This is an optimization exercise on Yosys and OpenROAD, whose aim is small area, a short achievable clock period and few clock cycles per item, not a production implementation. The RTL was checked by simulation tests, not by an equivalence proof against the original design. Power is estimated from default activity; no workload was simulated.

[design.v]
`timescale 1ns/100ps
`default_nettype none
package rv_pkg;
    typedef enum logic [4:0] {
        LOAD     = 5'b00000,
        MISC_MEM = 5'b00011,
        OP_IMM   = 5'b00100,
        AUIPC    = 5'b00101,
        STORE    = 5'b01000,
        OP       = 5'b01100,
        LUI      = 5'b01101,
        BRANCH   = 5'b11000,
        JALR     = 5'b11001,
        JAL      = 5'b11011,
        SYSTEM   = 5'b11100
    } opcode_e;
    typedef enum logic [3:0] {
        ADD  = 4'd0,
        SUB  = 4'd1,
        SLL  = 4'd2,
        SLT  = 4'd3,
        SLTU = 4'd4,
        XOR  = 4'd5,
        SRL  = 4'd6,
        SRA  = 4'd7,
        OR   = 4'd8,
        AND  = 4'd9
    } alu_op_e;
    typedef enum logic [2:0] {
        CLS_ALU     = 3'd0,
        CLS_LUI     = 3'd1,
        CLS_AUIPC   = 3'd2,
        CLS_JAL     = 3'd3,
        CLS_JALR    = 3'd4,
        CLS_BRANCH  = 3'd5,
        CLS_ILLEGAL = 3'd6
    } inst_class_e;
    typedef enum logic [2:0] {
        ST_FETCH_ADDR = 3'd0,
        ST_FETCH_DATA = 3'd1,
        ST_EXECUTE    = 3'd2,
        ST_HALT       = 3'd3
    } core_state_e;
    typedef enum logic [1:0] {
        TRAP_NONE       = 2'd0,
        TRAP_ILLEGAL    = 2'd1,
        TRAP_MISALIGNED = 2'd2,
        TRAP_BUS        = 2'd3
    } trap_cause_e;
    localparam logic [1:0] AXI_RESP_OKAY = 2'b00;
endpackage
`default_nettype wire
`timescale 1ns/100ps
`default_nettype none
import rv_pkg::*;
module instr_decoder (
    input  wire logic [31:0]    inst,
    output logic [4:0]          rd,
    output logic [4:0]          rs1,
    output logic [4:0]          rs2,
    output logic [31:0]         imm,
    output rv_pkg::alu_op_e     alu_op,
    output rv_pkg::inst_class_e inst_class,
    output logic [2:0]          branch_func
);
    rv_pkg::opcode_e     opcode;
    logic [2:0]  funct3;
    logic [6:0]  funct7;
    logic [31:0] imm_i;
    logic [31:0] imm_u;
    logic [31:0] imm_j;
    logic [31:0] imm_b;
    function automatic rv_pkg::alu_op_e alu_dec(input logic [2:0] f3, input logic alt);
        case (f3)
            3'b000:  alu_dec = alt ? SUB : ADD;
            3'b001:  alu_dec = SLL;
            3'b010:  alu_dec = SLT;
            3'b011:  alu_dec = SLTU;
            3'b100:  alu_dec = XOR;
            3'b101:  alu_dec = alt ? SRA : SRL;
            3'b110:  alu_dec = OR;
            default: alu_dec = AND;
        endcase
    endfunction
    assign opcode = rv_pkg::opcode_e'(inst[6:2]);
    assign funct3 = inst[14:12];
    assign funct7 = inst[31:25];
    assign imm_i = {{20{inst[31]}}, inst[31:20]};
    assign imm_u = {inst[31:12], 12'b0};
    assign imm_j = {{12{inst[31]}}, inst[19:12], inst[20], inst[30:21], 1'b0};
    assign imm_b = {{20{inst[31]}}, inst[7], inst[30:25], inst[11:8], 1'b0};
    assign rd          = inst[11:7];
    assign rs1         = inst[19:15];
    assign rs2         = inst[24:20];
    assign branch_func = funct3;
    always_comb begin
        imm        = imm_i;
        alu_op     = ADD;
        inst_class = CLS_ILLEGAL;
        case (opcode)
            OP: begin
                if (funct7 == 7'b0000000 ||
                    (funct7 == 7'b0100000 && (funct3 == 3'b000 || funct3 == 3'b101))) begin
                    inst_class = CLS_ALU;
                    alu_op     = alu_dec(funct3, inst[30]);
                end
            end
            OP_IMM: begin
                alu_op     = alu_dec(funct3, funct3 == 3'b101 && inst[30]);
                if (funct3 == 3'b001) begin
                    if (funct7 == 7'b0000000)
                        inst_class = CLS_ALU;
                end else if (funct3 == 3'b101) begin
                    if (funct7 == 7'b0000000 || funct7 == 7'b0100000)
                        inst_class = CLS_ALU;
                end else begin
                    inst_class = CLS_ALU;
                end
            end
            LUI: begin
                imm        = imm_u;
                inst_class = CLS_LUI;
            end
            AUIPC: begin
                imm        = imm_u;
                inst_class = CLS_AUIPC;
            end
            JAL: begin
                imm        = imm_j;
                inst_class = CLS_JAL;
            end
            JALR: begin
                if (funct3 == 3'b000)
                    inst_class = CLS_JALR;
            end
            BRANCH: begin
                imm = imm_b;
                if (funct3 != 3'b010 && funct3 != 3'b011)
                    inst_class = CLS_BRANCH;
            end
            LOAD, STORE, SYSTEM, MISC_MEM: inst_class = CLS_ILLEGAL;  
            default: inst_class = CLS_ILLEGAL;
        endcase
        if (inst[1:0] != 2'b11)
            inst_class = CLS_ILLEGAL;  
    end
endmodule
`default_nettype wire
`timescale 1ns/100ps
`default_nettype none
import rv_pkg::*;
module alu (
    input  wire logic [31:0]     a,
    input  wire logic [31:0]     b,
    input  wire rv_pkg::alu_op_e alu_op,
    input  wire logic [2:0]      branch_func,
    output logic [31:0]          result,
    output logic                 branch_taken
);
    logic [4:0] shamt;
    logic       lt_s;
    logic       lt_u;
    logic       eq;
    assign shamt = b[4:0];
    assign lt_s  = $signed(a) < $signed(b);
    assign lt_u  = a < b;
    assign eq    = a == b;
    always_comb begin
        case (alu_op)
            ADD:     result = a + b;
            SUB:     result = a - b;
            SLL:     result = a << shamt;
            SLT:     result = {31'b0, lt_s};
            SLTU:    result = {31'b0, lt_u};
            XOR:     result = a ^ b;
            SRL:     result = a >> shamt;
            SRA:     result = $unsigned($signed(a) >>> shamt);
            OR:      result = a | b;
            AND:     result = a & b;
            default: result = 32'b0;
        endcase
    end
    always_comb begin
        case (branch_func)
            3'b000:  branch_taken = eq;     
            3'b001:  branch_taken = !eq;    
            3'b100:  branch_taken = lt_s;   
            3'b101:  branch_taken = !lt_s;  
            3'b110:  branch_taken = lt_u;   
            3'b111:  branch_taken = !lt_u;  
            default: branch_taken = 1'b0;
        endcase
    end
endmodule
`default_nettype wire
`timescale 1ns/100ps
`default_nettype none
module reg_file (
    input  wire logic        clk,
    input  wire logic        rst_n,
    input  wire logic [4:0]  rs1,
    input  wire logic [4:0]  rs2,
    output logic [31:0]      rs1_data,
    output logic [31:0]      rs2_data,
    input  wire logic        we,
    input  wire logic [4:0]  rd,
    input  wire logic [31:0] wdata
);
    logic [31:0] regs [32];
    always_ff @(posedge clk or negedge rst_n) begin
        if (!rst_n) begin
            for (int i = 0; i < 32; i++)
                regs[i] <= 32'b0;
        end else if (we && rd != 5'd0) begin
            regs[rd] <= wdata;  
        end
    end
    assign rs1_data = regs[rs1];
    assign rs2_data = regs[rs2];
endmodule
`default_nettype wire
`timescale 1ns/100ps
`default_nettype none
import rv_pkg::*;
module pc_unit #(
    parameter logic [31:0] reset_pc = 32'h0000_0000
) (
    input  wire logic                 clk,
    input  wire logic                 rst_n,
    input  wire logic                 pc_update,
    input  wire rv_pkg::inst_class_e  inst_class,
    input  wire logic                 branch_taken,
    input  wire logic [31:0]          imm,
    input  wire logic [31:0]          rs1_data,
    output logic [31:0]               pc,
    output logic [31:0]               link,
    output logic                      misaligned
);
    logic [31:0] target;
    logic        take;
    logic [31:0] next_pc;
    assign link   = pc + 32'd4;
    assign target = (inst_class == CLS_JALR) ? ((rs1_data + imm) & ~32'd1) : pc + imm;
    assign take   = (inst_class == CLS_JAL) || (inst_class == CLS_JALR) ||
                    (inst_class == CLS_BRANCH && branch_taken);
    assign next_pc    = take ? target : link;
    assign misaligned = take && target[1];  
    always_ff @(posedge clk or negedge rst_n) begin
        if (!rst_n)
            pc <= reset_pc;
        else if (pc_update)
            pc <= next_pc;
    end
endmodule
`default_nettype wire
`timescale 1ns/100ps
`default_nettype none
import rv_pkg::*;
module core_ctrl (
    input  wire logic                clk,
    input  wire logic                rst_n,
    output logic                     arvalid,
    input  wire logic                arready,
    input  wire logic                rvalid,
    output logic                     rready,
    input  wire logic [31:0]         rdata,
    input  wire logic [1:0]          rresp,
    output logic [31:0]              inst,
    input  wire rv_pkg::inst_class_e inst_class,
    input  wire logic [4:0]          rd,
    input  wire logic [31:0]         wdata,
    input  wire logic                misaligned,
    input  wire logic [31:0]         pc,
    output logic                     pc_update,
    output logic                     reg_we,
    output logic                     retire_valid,
    output logic [31:0]              retire_pc,
    output logic [4:0]               retire_rd,
    output logic [31:0]              retire_wdata,
    output logic                     halted,
    output rv_pkg::trap_cause_e      trap_cause,
    output logic [31:0]              trap_pc
);
    rv_pkg::core_state_e state;
    logic        writes_rd;
    logic        commit;
    assign writes_rd = (inst_class == CLS_ALU) || (inst_class == CLS_LUI) || (inst_class == CLS_AUIPC) ||
                       (inst_class == CLS_JAL) || (inst_class == CLS_JALR);
    assign commit    = (state == ST_EXECUTE) && (inst_class != CLS_ILLEGAL) && !misaligned;
    assign pc_update = commit;
    assign reg_we    = commit && writes_rd;
    assign rready    = (state == ST_FETCH_DATA);
    assign halted    = (state == ST_HALT);
    always_ff @(posedge clk or negedge rst_n) begin
        if (!rst_n) begin
            state        <= ST_FETCH_ADDR;
            arvalid      <= 1'b0;
            retire_valid <= 1'b0;
            trap_cause   <= TRAP_NONE;
            trap_pc      <= 32'b0;
        end else begin
            retire_valid <= 1'b0;
            case (state)
                ST_FETCH_ADDR: begin
                    if (arvalid && arready) begin
                        arvalid <= 1'b0;
                        state   <= ST_FETCH_DATA;
                    end else begin
                        arvalid <= 1'b1;  
                    end
                end
                ST_FETCH_DATA: begin
                    if (rvalid) begin
                        if (rresp != AXI_RESP_OKAY) begin
                            trap_cause <= TRAP_BUS;
                            trap_pc    <= pc;
                            state      <= ST_HALT;
                        end else begin
                            state <= ST_EXECUTE;
                        end
                    end
                end
                ST_EXECUTE: begin
                    if (inst_class == CLS_ILLEGAL) begin
                        trap_cause <= TRAP_ILLEGAL;
                        trap_pc    <= pc;
                        state      <= ST_HALT;
                    end else if (misaligned) begin
                        trap_cause <= TRAP_MISALIGNED;
                        trap_pc    <= pc;  
                        state      <= ST_HALT;
                    end else begin
                        retire_valid <= 1'b1;
                        arvalid      <= 1'b1;  
                        state        <= ST_FETCH_ADDR;
                    end
                end
                ST_HALT: state <= ST_HALT;
                default: state <= ST_HALT;
            endcase
        end
    end
    always_ff @(posedge clk) begin
        if (rready && rvalid)
            inst <= rdata;
    end
    always_ff @(posedge clk) begin
        if (commit) begin
            retire_pc    <= pc;
            retire_rd    <= writes_rd ? rd : 5'd0;
            retire_wdata <= (writes_rd && rd != 5'd0) ? wdata : 32'b0;
        end
    end
endmodule
`default_nettype wire
`timescale 1ns/100ps
`default_nettype none
import rv_pkg::*;
module rv_exec_top #(
    parameter logic [31:0] reset_pc = 32'h0000_0000
) (
    input  wire logic           clk,
    input  wire logic           rst_n,
    output logic                arvalid,
    input  wire logic           arready,
    output logic [31:0]         araddr,
    output logic [2:0]          arprot,
    input  wire logic           rvalid,
    output logic                rready,
    input  wire logic [31:0]    rdata,
    input  wire logic [1:0]     rresp,
    output logic                retire_valid,
    output logic [31:0]         retire_pc,
    output logic [4:0]          retire_rd,
    output logic [31:0]         retire_wdata,
    output logic                halted,
    output logic [1:0]          trap_cause,
    output logic [31:0]         trap_pc
);
    logic [31:0] inst;
    logic [4:0]  rd;
    logic [4:0]  rs1;
    logic [4:0]  rs2;
    logic [31:0] imm;
    rv_pkg::alu_op_e     alu_op;
    rv_pkg::inst_class_e inst_class;
    logic [2:0]  branch_func;
    logic [31:0] rs1_data;
    logic [31:0] rs2_data;
    logic [31:0] op_b;
    logic [31:0] alu_result;
    logic        branch_taken;
    logic [31:0] pc;
    logic [31:0] link;
    logic        misaligned;
    logic        pc_update;
    logic        reg_we;
    logic [31:0] wdata;
    assign araddr = pc;
    assign arprot = 3'b100;  
    assign op_b = (inst_class == CLS_BRANCH ||
                   (inst_class == CLS_ALU && inst[6:2] == OP)) ? rs2_data : imm;
    always_comb begin
        case (inst_class)
            CLS_LUI:            wdata = imm;
            CLS_AUIPC:          wdata = pc + imm;
            CLS_JAL, CLS_JALR:  wdata = link;
            default:            wdata = alu_result;
        endcase
    end
    core_ctrl core_ctrl_inst (
        .clk          (clk),
        .rst_n        (rst_n),
        .arvalid      (arvalid),
        .arready      (arready),
        .rvalid       (rvalid),
        .rready       (rready),
        .rdata        (rdata),
        .rresp        (rresp),
        .inst         (inst),
        .inst_class   (inst_class),
        .rd           (rd),
        .wdata        (wdata),
        .misaligned   (misaligned),
        .pc           (pc),
        .pc_update    (pc_update),
        .reg_we       (reg_we),
        .retire_valid (retire_valid),
        .retire_pc    (retire_pc),
        .retire_rd    (retire_rd),
        .retire_wdata (retire_wdata),
        .halted       (halted),
        .trap_cause   (trap_cause),
        .trap_pc      (trap_pc)
    );
    pc_unit #(
        .reset_pc (reset_pc)
    ) pc_unit_inst (
        .clk          (clk),
        .rst_n        (rst_n),
        .pc_update    (pc_update),
        .inst_class   (inst_class),
        .branch_taken (branch_taken),
        .imm          (imm),
        .rs1_data     (rs1_data),
        .pc           (pc),
        .link         (link),
        .misaligned   (misaligned)
    );
    instr_decoder instr_decoder_inst (
        .inst        (inst),
        .rd          (rd),
        .rs1         (rs1),
        .rs2         (rs2),
        .imm         (imm),
        .alu_op      (alu_op),
        .inst_class  (inst_class),
        .branch_func (branch_func)
    );
    reg_file reg_file_inst (
        .clk      (clk),
        .rst_n    (rst_n),
        .rs1      (rs1),
        .rs2      (rs2),
        .rs1_data (rs1_data),
        .rs2_data (rs2_data),
        .we       (reg_we),
        .rd       (rd),
        .wdata    (wdata)
    );
    alu alu_inst (
        .a            (rs1_data),
        .b            (op_b),
        .alu_op       (alu_op),
        .branch_func  (branch_func),
        .result       (alu_result),
        .branch_taken (branch_taken)
    );
endmodule
`default_nettype wire
[run.sh]
#!/bin/bash
# synth_recipe.tcl (not shown) runs the flow's synth.tcl, then flattens the netlist and writes it again
# the make line also repeats each setting of config.mk as NAME=value (left out here)
make -C /OpenROAD-flow-scripts/flow DESIGN_CONFIG=/design/flow/config.mk WORK_HOME=/design/flow/orfs CLKGATE_MAP_FILE= SYNTH_SCRIPT=/design/flow/synth_recipe.tcl finish
[config.mk]
export PLATFORM = sky130hd
export DESIGN_NAME = rv_exec_top
export DESIGN_NICKNAME = rv_exec_top
export VERILOG_FILES = /design/flow/design.v
export SDC_FILE = /design/flow/constraint.sdc
export NUM_CORES = 4
export LEC_CHECK = 0
export CAP_MARGIN = 20
export CORE_MARGIN = 2
export CORE_UTILIZATION = 30
export PLACE_DENSITY = 0.4
export SLEW_MARGIN = 20
[constraint.sdc]
create_clock -name core_clock -period 10.0 [get_ports {clk}]
set_input_delay 2.0000 -clock core_clock [delete_from_list [all_inputs] [get_ports {clk}]]
set_output_delay 2.0000 -clock core_clock [all_outputs]
set_load 0.01 [all_outputs]
==> results.tsv <==
stage	metric	value	unit
clock_network	clock insertion delay at the later pin of the skew report	0.87	ns
synth	async set-reset flop share out of synthesis	91.55	%
critical_path	worst reg2reg path depth	26	
placement	detailed placer's ending HPWL	328100	um
clock_network	clock root buffer	sky130_fd_sc_hd__clkbuf_16	
synth	total standard cell area after synthesis	0.07245	mm^2
timing	hold slack	0.4006	ns
critical_path	maximum fanout along the worst path	32	
min_path	type of the worst min-delay path	flop to flop	
clock_network	clock tree from TritonCTS	built	
drt	number of DRC markers in iteration 0	11241	
floorplanning	floorplan die height	495.4	um
drt	detailed-route via count	77341	
grt	antenna violations before repair	40	
synth	number of enable flip-flop cells after synthesis	101	
grt	largest net degree at the start of global routing	152	
power	sw power	2595	uW
critical_path	critical path class	flop to flop	
placement	placed cell count	11677	
timing	largest clock skew in the final design	0.07649	ns
grt	overflow left after global routing	0	
critical_path	sort of element at the start of the critical path	flop	
drt	total met2 wirelength after detailed routing	204300	um
clock_network	maximum buffer depth of the clock tree	3	
drt	wire length per cell after detailed routing	40.14	um
floorplanning	area of the core	0.2403	mm^2
final_layout	# nets final	8849	
synth	instance count of the mapped netlist	8689	
floorplanning	die boundary width	495.4	um
floorplanning	DIE AREA	0.2454	mm^2
drt	Antenna Nets Post-Route	0	
run_status	result of the run	no timing/DRC/antenna violations	
grt	Total Routing Usage GR	38.22	%
critical_path	capture instance of the worst register-to-register path	core_ctrl_inst.retire_wdata[20]	
timing	count of endpoints failing setup in the final report	0	
clock_network	hold buffer count at CTS	0	
clock_network	post-CTS setup buffer count	0	
synth	register bit count reported by yosys	1195	
final_layout	non-filler cells in the finished layout	11974	
power	share of power burned in the clock network	54.3	%
clock_network	cts bufs inserted	151	
clock_network	number of clock sinks seen by CTS	1195	
drt	metal3 WL	46280	um
placement	pre-CTS setup slack	1.094	ns
job	count of max-cap constraint violations	0	
critical_path	first element of the critical path	core_ctrl_inst.inst[24]	
synth	number of unique standard cell types used by synthesis	115	
floorplanning	initial cell density of the core	30.15	%
critical_path	setup slack, reg-to-reg	0.74	ns
synth	most common flop cell mapped by yosys	sky130_fd_sc_hd__dfrtp_1	
critical_path	worst r2r src	core_ctrl_inst.inst[24]	
synth	area fraction of the dominant cell type after synthesis	37.79	%
power	worst vdd ir	166.8	uV
final_layout	Layout Area Growth over Synthesis	17.88	%
grt	number of global-route vias before repair	72480	
floorplanning	I/O pin cnt	180	
grt	first-pass GRT wire length	649500	um
synth	library cell with the highest instance count after synthesis	sky130_fd_sc_hd__nand2_1	
drt	drt total wl	480700	um
timing	post-route minimum period	9.255	ns
timing	final-report max-slew violation count	0	
synth	syn avg cell area	8.338	um^2
clock_network	CTS H-Tree Depth	4	
critical_path	Data arrival, critical path	9.85	ns
timing	setup repair after global routing missed its margin	false	
timing	worst-case setup margin in the final layout	0.7445	ns
timing	Relative slew margins	10.45	%
placement	routability congestion estimate from global placement	1.023	
power	Sw Ratio	23.50	%
timing	pin slew with the least headroom to its limit	1.340	ns
power	portion of total power attributed to combinational logic	1.4	%
power	part of the total power dissipated in sequential elements	44.3	%
synth	cell type with the largest total area after synthesis	sky130_fd_sc_hd__dfrtp_1	
drt	DR top layer	met5	
timing	setup TNS	0	ns
critical_path	CP endpoint kind	flop	
floorplanning	number of placement rows	180	
synth	yosys warns	7	
drt	WL met1	196200	um
timing	Achievable Freq	0.1080	GHz
final_layout	layout cells sized above 1	11.11	%
power	total power density per cell area	129.3	mW/mm^2
drt	total DRC errors in the routed layout	0	
placement	number of port buffers	176	
clock_network	Clock transition at path regs	0.06	ns
synth	leading post-synthesis cells by cell area	sky130_fd_sc_hd__dfrtp_1 38%, sky130_fd_sc_hd__o21ai_0 7.5%, sky130_fd_sc_hd__nand2_1 6.5%, sky130_fd_sc_hd__nand3_1 5.9%, sky130_fd_sc_hd__edfxtp_1 4.2%	
critical_path	worst setup path endpoint	core_ctrl_inst.retire_wdata[20]	
timing	fraction of the cycle the final worst path needs	92.55	%
drt	Avg Vias per Cell	6.459	
power	Leakage	0.03588	uW
clock_network	cells resized by post-CTS repair	0	
critical_path	CP required	10.59	ns
synth	register area share after synthesis	41.97	%
drt	number of detailed-routing iterations run before antenna repair	7	
power	internal cell power	8448	uW
timing	number of hold violations in the final report	0	
synth	most numerous cell types in the synthesized netlist	1262 x sky130_fd_sc_hd__nand2_1, 1094 x sky130_fd_sc_hd__dfrtp_1, 1082 x sky130_fd_sc_hd__o21ai_0, 851 x sky130_fd_sc_hd__nand3_1, 538 x sky130_fd_sc_hd__clkbuf_1	
-- stage by stage --
step / instance area (um^2) / util [%] / power, uW
3_5_place_dp: 79960 / 33.27 / 5144
5_1_grt: 85350 / 35.52 / 11330
6_report: 85400 / 35.54 / 11040
2_1_floorplan: 72450 / - / 5000
3_3_place_gp: 79840 / 33.22 / 5144
4_1_cts: 85310 / 35.50 / 11130
-- layer usage --
layer,up-vias,track usage [%]
li1,31890,-
met1,38980,50.33
met2,5104,56.51
met3,1355,9.373
met4,12,22.73
met5,-,0
-- placed cells by master, fill, tap and decap left out, types with 94 or more instances in the layout --
master and instances:
sky130_fd_sc_hd__nand2_1 1245, sky130_fd_sc_hd__dfrtp_1 1094, sky130_fd_sc_hd__o21ai_0 1080, sky130_fd_sc_hd__nand3_1 839, sky130_fd_sc_hd__nor2_1 369, sky130_fd_sc_hd__buf_4 365, sky130_fd_sc_hd__a21oi_1 332, sky130_fd_sc_hd__a22oi_1 293
sky130_fd_sc_hd__nand4_1 268, sky130_fd_sc_hd__clkdlybuf4s50_1 175, sky130_fd_sc_hd__ha_1 161, sky130_fd_sc_hd__inv_1 159, sky130_fd_sc_hd__and3_1 154, sky130_fd_sc_hd__clkbuf_16 154, sky130_fd_sc_hd__a221oi_1 109, sky130_fd_sc_hd__a22o_1 106
sky130_fd_sc_hd__edfxtp_1 101, sky130_fd_sc_hd__o21ai_1 94
-- worst min-delay path by stage --
stage,from,endpoint,slack [ns],cells after the start
2_1_floorplan,reg_file_inst.regs[0][4],reg_file_inst.regs[0][4],0.44,1
3_3_place_gp,reg_file_inst.regs[0][21],reg_file_inst.regs[0][21],0.39,0
3_5_place_dp,reg_file_inst.regs[0][9],reg_file_inst.regs[0][9],0.39,0
4_1_cts,reg_file_inst.regs[0][28],reg_file_inst.regs[0][28],0.40,0
5_1_grt,reg_file_inst.regs[0][10],reg_file_inst.regs[0][10],0.41,0
6_report,reg_file_inst.regs[0][12],reg_file_inst.regs[0][12],0.40,0
-- critical path: stages, from the launching register on --
cell	delay, ns
sky130_fd_sc_hd__edfxtp_1	0.63
sky130_fd_sc_hd__nand2b_1	0.85
sky130_fd_sc_hd__nor2_4	0.33
sky130_fd_sc_hd__a22oi_1	0.45
sky130_fd_sc_hd__nand2_1	0.16
sky130_fd_sc_hd__a2111oi_0	0.71
sky130_fd_sc_hd__nand4_1	0.17
sky130_fd_sc_hd__o22ai_1	0.48
sky130_fd_sc_hd__nor2_1	0.29
sky130_fd_sc_hd__a21o_1	0.26
sky130_fd_sc_hd__ha_1	0.39
sky130_fd_sc_hd__and3b_1	0.23
sky130_fd_sc_hd__a221oi_2	0.32
sky130_fd_sc_hd__a2bb2oi_2	0.14
sky130_fd_sc_hd__buf_4	0.18
sky130_fd_sc_hd__a211oi_1	0.26
sky130_fd_sc_hd__nand2b_1	0.16
sky130_fd_sc_hd__a211oi_1	0.58
sky130_fd_sc_hd__o31ai_1	0.15
sky130_fd_sc_hd__xnor2_1	0.18
sky130_fd_sc_hd__o32ai_1	0.16
sky130_fd_sc_hd__a2111oi_1	0.81
sky130_fd_sc_hd__buf_4	0.23
sky130_fd_sc_hd__nand3_1	0.13
sky130_fd_sc_hd__a221oi_4	0.29
sky130_fd_sc_hd__buf_12	0.24
sky130_fd_sc_hd__nor2_1	0.08
-- layout make-up --
type / instances / area (um^2)
well taps: 3185 / 3985
repair buffers: 620 / 6086
diodes: 22 / 55.05
clock buffers: 215 / 4423
inverters: 166 / 633.1
flip-flops and latches: 1195 / 30410
multi-input cells: 6512 / 38880
fillers: 24715 / 154900
clock inverters: 59 / 929.6
-- kinds of logic (layout without fill, tap and decap cells) --
family / after synthesis / in the layout / share of synthesized area (%)
buffers and inverters: 983 / 1060 / 5.594
DFF: 1195 / 1195 / 41.97
and+or+nand+nor: 3385 / 3385 / 22.23
adders and majority gates: 165 / 165 / 2.891
xor gates and xnor gates: 99 / 99 / 1.197
other: 2 / 25 / 0.01037
AOI/OAI and AO/OA: 2724 / 2724 / 24.11
muxes: 136 / 136 / 2.002
-- registers in the layout, indices dropped and copies added (netlist names), 2 cells and up --
register and cells:
core_ctrl_inst.inst 32, core_ctrl_inst.retire_pc 32, core_ctrl_inst.retire_rd 5, core_ctrl_inst.retire_wdata 32, core_ctrl_inst.state 2, core_ctrl_inst.trap_cause 2, core_ctrl_inst.trap_pc 32, pc_unit_inst.pc 32
reg_file_inst.regs 1024
-- power groups by stage --
stage	Combinational [uW]	Clock, uW	Sequential (uW)
floorplan	11.2	0	4990
global placement	158	0	4990
detailed placement	157	0	4990
CTS	158	6070	4900
global route	170	6270	4890
finish	151	5990	4900
Testbench counts, summed over its fixed seeds: cycles 28,896, items 9,600.

[port drivers added, routing unchanged]
How much do the figures lean on ideal ports? The routed layout below was timed once more, with nothing changed but the port constraints.
Step 1: set_driving_cell puts a clkbuf_16 on clk and a buf_2 on each other input, an assumption about the parent block.
Step 2 moves the port delays by t, midway between the first and last clock arrival at a register: inputs arrive t later, outputs are due t later. That takes back most of the time a late clock gives input paths.
a / b / c = no drivers / after step 1 / after step 2; a / b = the first two.
t (ns): 0.926
setup WS [ns]: 0.745 / 0.745 / 0.745
hold WS [ns]: 0.401 / 0.401 / 0.401
clock arrival spread, ns: 0.076 / 0.076
cell pins on the clock port's net: 1
After both steps this run still meets setup and hold. The setup slack of this run moves by 0.000 ns with the drivers and by 0.000 ns with both steps.
